Context: an optimization exercise on an open-source flow, tuned for small area, a short achievable clock period and few clock cycles per item. The choices shown serve that exercise and are no tape-out recipe.
In this exercise RTL edits were held to simulation tests only and were not proved equivalent to the original.
Power figures rest on the tool's default switching activity, not on a simulated workload.

==> flow/constraint.sdc <==
create_clock -name core_clock -period 5.5 [get_ports {aclk}]
set_input_delay 1.1000 -clock core_clock [delete_from_list [all_inputs] [get_ports {aclk}]]
set_output_delay 1.1000 -clock core_clock [all_outputs]
set_load 0.01 [all_outputs]
==> flow/run.sh <==
#!/bin/bash
# synth_recipe.tcl (not shown) runs the flow's synth.tcl, then flattens the netlist and writes it again
# the make line also repeats each setting of config.mk as NAME=value (left out here)
make -C /OpenROAD-flow-scripts/flow DESIGN_CONFIG=/design/flow/config.mk WORK_HOME=/design/flow/orfs CLKGATE_MAP_FILE= SYNTH_SCRIPT=/design/flow/synth_recipe.tcl finish
==> flow/config.mk <==
export PLATFORM = sky130hd
export DESIGN_NAME = source_token_scanner
export DESIGN_NICKNAME = source_token_scanner
export VERILOG_FILES = /design/flow/design.v
export SDC_FILE = /design/flow/constraint.sdc
export NUM_CORES = 4
export LEC_CHECK = 0
export CAP_MARGIN = 20
export CORE_MARGIN = 2
export CORE_UTILIZATION = 40
export PLACE_DENSITY = 0.6
export SLEW_MARGIN = 20
==> flow/design.v <==
package stt_pkg;
    localparam int MAX_TOKEN_LEN_DEFAULT = 32;
    localparam int POS_WIDTH_DEFAULT     = 32;
    localparam int QUEUE_DEPTH           = 4;
    localparam logic [4:0] KIND_EOF    = 5'd0;
    localparam logic [4:0] KIND_IDENT  = 5'd1;
    localparam logic [4:0] KIND_FUNC   = 5'd2;
    localparam logic [4:0] KIND_RETURN = 5'd3;
    localparam logic [4:0] KIND_INT    = 5'd4;
    localparam logic [4:0] KIND_LPAREN = 5'd5;
    localparam logic [4:0] KIND_RPAREN = 5'd6;
    localparam logic [4:0] KIND_COLON  = 5'd7;
    localparam logic [4:0] KIND_COMMA  = 5'd8;
    localparam logic [4:0] KIND_LBRACE = 5'd9;
    localparam logic [4:0] KIND_RBRACE = 5'd10;
    localparam logic [4:0] KIND_PLUS   = 5'd11;
    localparam logic [4:0] KIND_MINUS  = 5'd12;
    localparam logic [4:0] KIND_STAR   = 5'd13;
    localparam logic [4:0] KIND_SLASH  = 5'd14;
    localparam logic [4:0] KIND_ARROW  = 5'd15;
    localparam logic [4:0] KIND_EQEQ   = 5'd16;
    typedef struct packed {
        logic [4:0]  token_kind;
        logic [31:0] start_pos;
        logic [5:0]  token_length;
        logic [30:0] int_value;
        logic        leading_space;
        logic        last_result;
    } token_result_t;
    typedef struct packed {
        logic [1:0]    count;
        token_result_t first;
        token_result_t second;
    } result_push_t;
endpackage
module stt_scan_core #(
    parameter int MAX_TOKEN_LEN = stt_pkg::MAX_TOKEN_LEN_DEFAULT,
    parameter int POS_WIDTH     = stt_pkg::POS_WIDTH_DEFAULT
) (
    input  logic                 aclk,
    input  logic                 aresetn,
    input  logic                 accept,
    input  logic [7:0]           char_code,
    input  logic                 end_of_input,
    output stt_pkg::result_push_t push
);
    localparam int LEN_W = $clog2(MAX_TOKEN_LEN + 1);
    localparam logic [LEN_W-1:0] LEN_MAX = LEN_W'(MAX_TOKEN_LEN);
    localparam logic [34:0] INT_SAT = 35'd2147483647;
    localparam logic [7:0] CH_NEWLINE = 8'h0A;
    localparam logic [7:0] CH_SPACE   = 8'h20;
    localparam logic [7:0] CH_TAB     = 8'h09;
    localparam logic [7:0] CH_CR      = 8'h0D;
    localparam logic [7:0] CH_LPAREN  = 8'h28;
    localparam logic [7:0] CH_RPAREN  = 8'h29;
    localparam logic [7:0] CH_STAR    = 8'h2A;
    localparam logic [7:0] CH_PLUS    = 8'h2B;
    localparam logic [7:0] CH_COMMA   = 8'h2C;
    localparam logic [7:0] CH_MINUS   = 8'h2D;
    localparam logic [7:0] CH_DOT     = 8'h2E;
    localparam logic [7:0] CH_SLASH   = 8'h2F;
    localparam logic [7:0] CH_ZERO    = 8'h30;
    localparam logic [7:0] CH_NINE    = 8'h39;
    localparam logic [7:0] CH_COLON   = 8'h3A;
    localparam logic [7:0] CH_EQUALS  = 8'h3D;
    localparam logic [7:0] CH_GT      = 8'h3E;
    localparam logic [7:0] CH_LBRACE  = 8'h7B;
    localparam logic [7:0] CH_RBRACE  = 8'h7D;
    function automatic logic [7:0] func_char(input logic [2:0] idx);
        logic [7:0] ch;
        case (idx)
            3'd0:    ch = 8'h66;
            3'd1:    ch = 8'h75;
            3'd2:    ch = 8'h6E;
            3'd3:    ch = 8'h63;
            default: ch = 8'h00;
        endcase
        func_char = ch;
    endfunction
    function automatic logic [7:0] return_char(input logic [2:0] idx);
        logic [7:0] ch;
        case (idx)
            3'd0:    ch = 8'h72;
            3'd1:    ch = 8'h65;
            3'd2:    ch = 8'h74;
            3'd3:    ch = 8'h75;
            3'd4:    ch = 8'h72;
            3'd5:    ch = 8'h6E;
            default: ch = 8'h00;
        endcase
        return_char = ch;
    endfunction
    function automatic logic is_space(input logic [7:0] ch);
        is_space = ch == CH_SPACE || (ch >= CH_TAB && ch <= CH_CR);
    endfunction
    logic [7:0]           held_char_reg, held_char_next;
    logic                 held_valid_reg, held_valid_next;
    logic [LEN_W-1:0]     len_reg, len_next;
    logic [POS_WIDTH-1:0] start_reg, start_next;
    logic [POS_WIDTH-1:0] pos_reg, pos_next;
    logic [30:0]          acc_reg, acc_next;
    logic                 all_digits_reg, all_digits_next;
    logic                 func_match_reg, func_match_next;
    logic                 return_match_reg, return_match_next;
    logic                 space_reg, space_next;
    logic                 comment_reg, comment_next;
    logic [7:0]           first_reg, first_next;
    logic [LEN_W-1:0]     sc_len;
    logic [POS_WIDTH-1:0] sc_start;
    logic [POS_WIDTH-1:0] sc_pos;
    logic [30:0]          sc_acc;
    logic                 sc_all_digits;
    logic                 sc_func;
    logic                 sc_return;
    logic                 sc_space;
    logic                 sc_comment;
    logic [7:0]           sc_first;
    logic                 sc_emit;
    stt_pkg::token_result_t sc_res;
    stt_pkg::token_result_t eof_res;
    logic [7:0]           c;
    logic [7:0]           la_char;
    logic                 la_end;
    logic                 ends_word;
    logic                 two;
    logic                 found;
    logic [4:0]           kind;
    logic [LEN_W-1:0]     len_inc;
    logic [34:0]          prod;
    assign c       = held_char_reg;
    assign la_end  = end_of_input;
    assign la_char = char_code;
    assign ends_word = la_end || is_space(la_char) ||
                       la_char == CH_COMMA || la_char == CH_DOT || la_char == CH_LPAREN ||
                       la_char == CH_RPAREN || la_char == CH_LBRACE || la_char == CH_RBRACE ||
                       la_char == CH_COLON || la_char == CH_MINUS;
    always_comb begin
        sc_len        = len_reg;
        sc_start      = start_reg;
        sc_pos        = pos_reg;
        sc_acc        = acc_reg;
        sc_all_digits = all_digits_reg;
        sc_func       = func_match_reg;
        sc_return     = return_match_reg;
        sc_space      = space_reg;
        sc_comment    = comment_reg;
        sc_first      = first_reg;
        sc_emit       = 1'b0;
        sc_res        = '0;
        two           = 1'b0;
        found         = 1'b0;
        kind          = stt_pkg::KIND_EOF;
        len_inc       = len_reg;
        prod          = '0;
        if (held_valid_reg) begin
            sc_pos = pos_reg + POS_WIDTH'(1);
            if (comment_reg) begin
                if (c == CH_NEWLINE) begin
                    sc_comment = 1'b0;
                    sc_space   = 1'b0;
                end
            end else if (len_reg == '0 && is_space(c)) begin
                sc_space = 1'b1;
            end else begin
                if (len_reg == '0) begin
                    sc_start      = pos_reg;
                    sc_first      = c;
                    sc_all_digits = 1'b1;
                    sc_func       = 1'b1;
                    sc_return     = 1'b1;
                    sc_acc        = '0;
                end
                sc_func   = sc_func && len_reg < LEN_W'(4) && c == func_char(len_reg[2:0]);
                sc_return = sc_return && len_reg < LEN_W'(6) &&
                            c == return_char(len_reg[2:0]);
                if (c >= CH_ZERO && c <= CH_NINE) begin
                    prod = ({4'b0, sc_acc} << 3) + ({4'b0, sc_acc} << 1) +
                           35'(c - CH_ZERO);
                    sc_acc = (prod > INT_SAT) ? INT_SAT[30:0] : prod[30:0];
                end else begin
                    sc_all_digits = 1'b0;
                end
                len_inc = (len_reg < LEN_MAX) ? len_reg + LEN_W'(1) : len_reg;
                sc_len  = len_inc;
                two     = len_inc == LEN_W'(2);
                if (two && sc_first == CH_SLASH && c == CH_SLASH) begin
                    sc_comment = 1'b1;
                    sc_len     = '0;
                end else begin
                    case (c)
                        CH_LPAREN: begin found = 1'b1; kind = stt_pkg::KIND_LPAREN; end
                        CH_RPAREN: begin found = 1'b1; kind = stt_pkg::KIND_RPAREN; end
                        CH_COLON:  begin found = 1'b1; kind = stt_pkg::KIND_COLON;  end
                        CH_COMMA:  begin found = 1'b1; kind = stt_pkg::KIND_COMMA;  end
                        CH_LBRACE: begin found = 1'b1; kind = stt_pkg::KIND_LBRACE; end
                        CH_RBRACE: begin found = 1'b1; kind = stt_pkg::KIND_RBRACE; end
                        CH_PLUS:   begin found = 1'b1; kind = stt_pkg::KIND_PLUS;   end
                        CH_STAR:   begin found = 1'b1; kind = stt_pkg::KIND_STAR;   end
                        CH_MINUS: begin
                            if (la_end || la_char != CH_GT) begin
                                found = 1'b1;
                                kind  = stt_pkg::KIND_MINUS;
                            end
                        end
                        CH_SLASH: begin
                            if (la_end || la_char != CH_SLASH) begin
                                found = 1'b1;
                                kind  = stt_pkg::KIND_SLASH;
                            end
                        end
                        default: begin
                        end
                    endcase
                    if (!found && two && sc_first == CH_MINUS && c == CH_GT) begin
                        found = 1'b1;
                        kind  = stt_pkg::KIND_ARROW;
                    end
                    if (!found && two && sc_first == CH_EQUALS && c == CH_EQUALS) begin
                        found = 1'b1;
                        kind  = stt_pkg::KIND_EQEQ;
                    end
                    if (!found && ends_word) begin
                        found = 1'b1;
                        if (sc_func && len_inc == LEN_W'(4)) begin
                            kind = stt_pkg::KIND_FUNC;
                        end else if (sc_return && len_inc == LEN_W'(6)) begin
                            kind = stt_pkg::KIND_RETURN;
                        end else if (sc_all_digits) begin
                            kind = stt_pkg::KIND_INT;
                        end else begin
                            kind = stt_pkg::KIND_IDENT;
                        end
                    end
                    if (found) begin
                        sc_emit             = 1'b1;
                        sc_res.token_kind   = kind;
                        sc_res.start_pos    = 32'(sc_start);
                        sc_res.token_length = 6'(len_inc);
                        if (kind == stt_pkg::KIND_INT) begin
                            sc_res.int_value     = sc_acc;
                            sc_res.leading_space = sc_space;
                        end
                        sc_len   = '0;
                        sc_space = 1'b0;
                    end
                end
            end
        end
    end
    always_comb begin
        eof_res             = '0;
        eof_res.token_kind  = stt_pkg::KIND_EOF;
        eof_res.start_pos   = 32'(sc_pos);
        eof_res.last_result = 1'b1;
    end
    always_comb begin
        held_char_next    = held_char_reg;
        held_valid_next   = held_valid_reg;
        len_next          = len_reg;
        start_next        = start_reg;
        pos_next          = pos_reg;
        acc_next          = acc_reg;
        all_digits_next   = all_digits_reg;
        func_match_next   = func_match_reg;
        return_match_next = return_match_reg;
        space_next        = space_reg;
        comment_next      = comment_reg;
        first_next        = first_reg;
        push              = '0;
        if (accept) begin
            if (end_of_input) begin
                held_char_next    = '0;
                held_valid_next   = 1'b0;
                len_next          = '0;
                start_next        = '0;
                pos_next          = '0;
                acc_next          = '0;
                all_digits_next   = 1'b1;
                func_match_next   = 1'b1;
                return_match_next = 1'b1;
                space_next        = 1'b0;
                comment_next      = 1'b0;
                first_next        = '0;
                if (sc_emit) begin
                    push.count  = 2'd2;
                    push.first  = sc_res;
                    push.second = eof_res;
                end else begin
                    push.count = 2'd1;
                    push.first = eof_res;
                end
            end else begin
                held_char_next    = char_code;
                held_valid_next   = 1'b1;
                len_next          = sc_len;
                start_next        = sc_start;
                pos_next          = sc_pos;
                acc_next          = sc_acc;
                all_digits_next   = sc_all_digits;
                func_match_next   = sc_func;
                return_match_next = sc_return;
                space_next        = sc_space;
                comment_next      = sc_comment;
                first_next        = sc_first;
                if (sc_emit) begin
                    push.count             = 2'd1;
                    push.first             = sc_res;
                    push.first.last_result = 1'b1;
                end
            end
        end
    end
    always_ff @(posedge aclk) begin
        if (!aresetn) begin
            held_char_reg    <= '0;
            held_valid_reg   <= 1'b0;
            len_reg          <= '0;
            start_reg        <= '0;
            pos_reg          <= '0;
            acc_reg          <= '0;
            all_digits_reg   <= 1'b1;
            func_match_reg   <= 1'b1;
            return_match_reg <= 1'b1;
            space_reg        <= 1'b0;
            comment_reg      <= 1'b0;
            first_reg        <= '0;
        end else begin
            held_char_reg    <= held_char_next;
            held_valid_reg   <= held_valid_next;
            len_reg          <= len_next;
            start_reg        <= start_next;
            pos_reg          <= pos_next;
            acc_reg          <= acc_next;
            all_digits_reg   <= all_digits_next;
            func_match_reg   <= func_match_next;
            return_match_reg <= return_match_next;
            space_reg        <= space_next;
            comment_reg      <= comment_next;
            first_reg        <= first_next;
        end
    end
endmodule
module stt_out_queue (
    input  logic                   aclk,
    input  logic                   aresetn,
    input  stt_pkg::result_push_t  push,
    input  logic                   pop_ready,
    output logic                   room,
    output logic                   out_valid,
    output stt_pkg::token_result_t out_data
);
    localparam int DEPTH = stt_pkg::QUEUE_DEPTH;
    localparam int PTR_W = $clog2(DEPTH);
    localparam int CNT_W = $clog2(DEPTH + 1);
    logic [75:0] entry_reg [DEPTH];
    logic [PTR_W-1:0] wr_ptr_reg, wr_ptr_next;
    logic [PTR_W-1:0] rd_ptr_reg, rd_ptr_next;
    logic [CNT_W-1:0] count_reg, count_next;
    logic             pop;
    assign out_valid = count_reg != '0;
    assign out_data  = entry_reg[rd_ptr_reg];
    assign room      = count_reg <= CNT_W'(DEPTH - 2);
    assign pop       = out_valid && pop_ready;
    always_comb begin
        wr_ptr_next = wr_ptr_reg + PTR_W'(push.count);
        rd_ptr_next = pop ? rd_ptr_reg + PTR_W'(1) : rd_ptr_reg;
        count_next  = count_reg + CNT_W'(push.count) - CNT_W'(pop);
    end
    always_ff @(posedge aclk) begin
        if (push.count != 2'd0) begin
            entry_reg[wr_ptr_reg] <= push.first;
        end
        if (push.count == 2'd2) begin
            entry_reg[wr_ptr_reg + PTR_W'(1)] <= push.second;
        end
    end
    always_ff @(posedge aclk) begin
        if (!aresetn) begin
            wr_ptr_reg <= '0;
            rd_ptr_reg <= '0;
            count_reg  <= '0;
        end else begin
            wr_ptr_reg <= wr_ptr_next;
            rd_ptr_reg <= rd_ptr_next;
            count_reg  <= count_next;
        end
    end
endmodule
module source_token_scanner #(
    parameter int MAX_TOKEN_LEN = stt_pkg::MAX_TOKEN_LEN_DEFAULT,
    parameter int POS_WIDTH     = stt_pkg::POS_WIDTH_DEFAULT
) (
    input  logic        aclk,
    input  logic        aresetn,
    input  logic        s_valid,
    output logic        s_ready,
    input  logic [7:0]  s_char_code,
    input  logic        s_end_of_input,
    output logic        m_valid,
    input  logic        m_ready,
    output logic [4:0]  m_token_kind,
    output logic [31:0] m_start_pos,
    output logic [5:0]  m_token_length,
    output logic [30:0] m_int_value,
    output logic        m_leading_space,
    output logic        m_last_result
);
    stt_pkg::result_push_t  push;
    stt_pkg::token_result_t head;
    logic                   accept;
    logic                   room;
    assign s_ready = room;
    assign accept  = s_valid && room;
    stt_scan_core #(
        .MAX_TOKEN_LEN (MAX_TOKEN_LEN),
        .POS_WIDTH     (POS_WIDTH)
    ) u_scan_core (
        .aclk         (aclk),
        .aresetn      (aresetn),
        .accept       (accept),
        .char_code    (s_char_code),
        .end_of_input (s_end_of_input),
        .push         (push)
    );
    stt_out_queue u_out_queue (
        .aclk      (aclk),
        .aresetn   (aresetn),
        .push      (push),
        .pop_ready (m_ready),
        .room      (room),
        .out_valid (m_valid),
        .out_data  (head)
    );
    assign m_token_kind    = head.token_kind;
    assign m_start_pos     = head.start_pos;
    assign m_token_length  = head.token_length;
    assign m_int_value     = head.int_value;
    assign m_leading_space = head.leading_space;
    assign m_last_result   = head.last_result;
endmodule
==> results.txt <==
## worst register-to-register path: cells and delay by family (launching register included)
family | cells | cell delay (ns)
flip-flops | 1 | 0.31
XOR/XNOR | 2 | 0.46
AO/OA/AOI/OAI | 6 | 1.48
adder cells (fa/ha/maj) | 3 | 0.68
AND/OR/NAND/NOR | 6 | 1.47
buffers and inverters | 3 | 0.54
## power by group through the flow
stage / Sequential [mW] / Clock [mW] / Combinational [mW]
3_5_place_dp: 3.65 / 0 / 1.81
2_1_floorplan: 3.51 / 0 / 1.19
6_report: 3.58 / 3.19 / 1.82
4_1_cts: 3.58 / 3.22 / 1.82
5_1_grt: 3.60 / 3.35 / 1.93
3_3_place_gp: 3.65 / 0 / 1.80
## Yosys cell counts (9+ instances only)
| cell type | number |
|---|---|
| a221oi_1 | 10 |
| a21o_1 | 15 |
| and3_1 | 21 |
| a211oi_1 | 9 |
| edfxtp_1 | 132 |
| nor3_1 | 24 |
| xnor2_1 | 46 |
| nor2b_1 | 16 |
| buf_1 | 13 |
| o21ai_0 | 100 |
| o21bai_1 | 13 |
| nand2_1 | 195 |
| a21oi_1 | 103 |
| mux4_2 | 76 |
| o22ai_1 | 124 |
| nand3_1 | 103 |
| o211ai_1 | 9 |
| mux2i_1 | 18 |
| or3_1 | 21 |
| a22oi_1 | 52 |
| o2bb2ai_1 | 19 |
| o22a_1 | 13 |
| o21ai_1 | 14 |
| clkbuf_1 | 143 |
| and2_1 | 19 |
| xor2_1 | 36 |
| fa_1 | 16 |
| ha_1 | 64 |
| inv_1 | 74 |
| buf_2 | 15 |
| nor2_1 | 179 |
| dfxtp_1 | 304 |
| a22o_1 | 125 |
| a32o_1 | 13 |
| nand2b_1 | 22 |
| nand4_1 | 35 |
## stage by stage
stage | cells | setup slack [ns] | hold WS, ns
3_3_place_gp | 3093 | 0.412 | 0.432
5_1_grt | 3179 | 0.105 | 0.469
2_1_floorplan | 2330 | 0.00645 | 0.418
3_5_place_dp | 3093 | 0.201 | 0.439
6_report | 3179 | 0.433 | 0.444
4_1_cts | 3179 | 0.333 | 0.447
## cells by family (layout without fill, tap and decap cells)
kind of cell	count (synthesis)	in the layout	share of synthesized area, %
xor gates and xnor gates	82	82	3.11
muxes	94	94	8.20
AOI/OAI and AO/OA	688	688	20.9
buffers and inverters	258	342	4.59
DFF	436	436	43.6
and+or+nand+nor	692	692	14.8
adders and majority gates	80	80	4.86
## area by class of cell
class                      instances  share of cell area, %
multi-input combinational       1636                   45.4
sequential                       436                   38.0
timing repair buffer             182                   6.24
clock buffer                      66                   4.93
tap                              765                   3.61
inverter                          74                   1.05
clock inverter                    20                  0.836
## layout by cell type (no fill, tap or decap), drive strengths merged, types with 24 or more instances in the layout
master,netlist,routed
buf,40,92
ha,64,64
inv,74,77
xnor2,46,46
mux4,76,76
nand4,35,35
clkdlybuf4s50,0,90
dfxtp,304,304
a22oi,52,52
xor2,36,36
nor3,26,26
nor2,180,180
o21ai,115,115
and2,24,24
nand2,195,195
nand3,103,103
a21oi,104,104
o22ai,124,124
a22o,125,125
clkbuf,143,66
edfxtp,132,132
## layer usage
layer	GRT usage, %	part of all wire [%]
met1	34.0	44
met2	36.6	45
met3	4.64	8.1
met4	7.17	2.8
met5	0	0
## worst paths after layout
| check | to |
|---|---|
| worst max register to register | u_out_queue.entry_reg[1][26]$_SDFFE_PP0P_ |
| worst max-delay path | u_out_queue.entry_reg[1][26]$_SDFFE_PP0P_ |
| worst min-delay path | u_out_queue.entry_reg[0][27]$_SDFFE_PP0P_ |
| worst min register to register | u_out_queue.entry_reg[0][27]$_SDFFE_PP0P_ |
==> flow_summary.ini <==
[critical_path]
r2r-start = u_scan_core.len_reg[0]$_SDFFE_PN0P_
crit_fanout = 30
path_cells = inv_1 > ha_1 > nor2b_2 > nand2_2 > buf_12 > and2_0 > xor2_1 > ha_1 > a21o_1 > ha_1 > a21oi_1 > nand2_1 > o21ai_0 > a2111oi_0 > or3_1 > a41o_1 > xnor2_4 > buf_4 > nand3_1 > a22o_1
startpoint = u_scan_core.len_reg[0]$_SDFFE_PN0P_
ff2ff_path_depth = 20
critical_path_class = flop to flop
worst_setup_path_start_kind = flop
critPathTopFamily = compound AO/OA/AOI/OAI gates
critPathSlowestCell = or3_1
cpMostUsedCell = ha_1
cpPeakStageDelay_ns = 0.45
critPathBufInv = 3
required_ns = 5.96
end_kind = flop
reg2reg_slack_ns = 0.43
arrival_ns = 5.53
cp.depth = 20

[timing]
fin_crit_ns = 5.07
finClkSkew_ns = 0.0287
finalSetupViolCount = 0
tns_ns = 0
fmax_mhz = 197
max_slew_margin_pct = 29.9
rsz0062_at_grt = no
drv_slew = 0
worst_slew_pin_slew_ns = 1.04
post-route-period-util_pct = 92.1
hold_violations = 0

[synthesis]
avgSynthCellArea_um2 = 9.90
synth_top_area_cell = dfxtp_1
yosysTopAreaCellShare_pct = 26.4
syn-cell-area_um2 = 23100
ys_ff_latch = 436
synthTopCellsByArea = dfxtp_1, edfxtp_1, mux4_2
syn_nets = 2423
synth_cells = 2330
synthArstFlopShare_pct = 0
synth_edf_count = 132
synthFlopType = dfxtp_1
seq_area_frac_synth_pct = 43.6
synth_warnings = 2
synth.distinct_cells = 91

[finish]
syn_to_final_growth_pct = 14.8
drive_above_1_share_pct = 12.1
final_area_um2 = 26500
diodes = 0
fin_util_pct = 46.2
seqCellArea_um2 = 10100
largest_reg_flops = 304
multi_input_area_um2 = 12000
fillers = 5257
nNetsFinal = 2469

[clock_tree]
cts_root_buffer = clkbuf_16
cts_setup_buffers = 0
cts_buffers = 46
clk_latency_ns = 0.59
cts-htree-levels = 2
path_clk_slew_ns = 0.06
clockBufferDepth = 3
numClockSinks = 436
post_cts_resized = 0
cts-hold-fix-buffers = 0
cts_tree = done

[power_and_ir_drop]
peakVddDrop_mv = 0.267
switching_share_pct = 29.5
pwr-share-clk_pct = 37.2
pwr-share-comb_pct = 21.2
total_power_mw = 8.58
intPower_mw = 6.05
p_sw_mw = 2.53
total_leakage_power_nw = 9.22
p_per_area_nw_per_um2 = 324
seqPwrFrac_pct = 41.7

[global_route]
grt_max_degree = 84
track_usage_pct = 23.9
grt_pass1_wl_um = 112000
overflow = 0
grt_pass1_vias = 18800
grt_antenna_before_repair = 0

[routing]
vias = 19300
routedWlPerCell_um = 22.8
routed_wl_um = 72400
drt_pass1_iterations = 8
vias_per_cell = 6.07
initialDrtViolationCount = 1760
drc = 0
postRouteAntennaNets = 0

[floorplan]
core_um2 = 57400
die_h_um = 244
dieArea_um2 = 59600
io_pins = 91
die_x_um = 244
rows = 88
initial_core_util_pct = 40.2

[hold_path]
hp-class = flop to flop
hold_depth = 2
hp-start = u_out_queue.entry_reg[0][27]$_SDFFE_PP0P_

[job]
cap_violations = 0

[outcome]
status = finished clean

[placement]
io_buffers = 90
placed_cell_area_um2 = 25000
gp_congestion = 0.871
dp_hpwl_um = 47900
Testbench counts, summed over its fixed seeds: cycles 32,355, items 32,325.

separate check: timing with driven ports:
Ports are ideal in the flow. The routed layout listed here was re-timed in OpenROAD. Step 1 (the two cells are an assumption about what drives the block):
set clk [get_ports {aclk}]
set_driving_cell -lib_cell sky130_fd_sc_hd__clkbuf_16 $clk
set_driving_cell -lib_cell sky130_fd_sc_hd__buf_2 [delete_from_list [all_inputs] $clk]
Step 2, shift: input delay + t, output delay - t, t = (earliest + latest rising clock arrival at the registers) / 2. This alone moves slack from input paths to output paths. Slacks: ideal ports / drivers / drivers and shift; pairs: ideal ports / drivers.
t, ns: 0.637
slack for setup (ns): 0.433 / 0.433 / 0.090
worst setup path after step 2: input to register
worst data-port slew with drivers (ns): 0.06
After both steps setup and hold are still met in this run. The setup slack of this run moves by 0.000 ns with the drivers and by -0.343 ns with both steps.
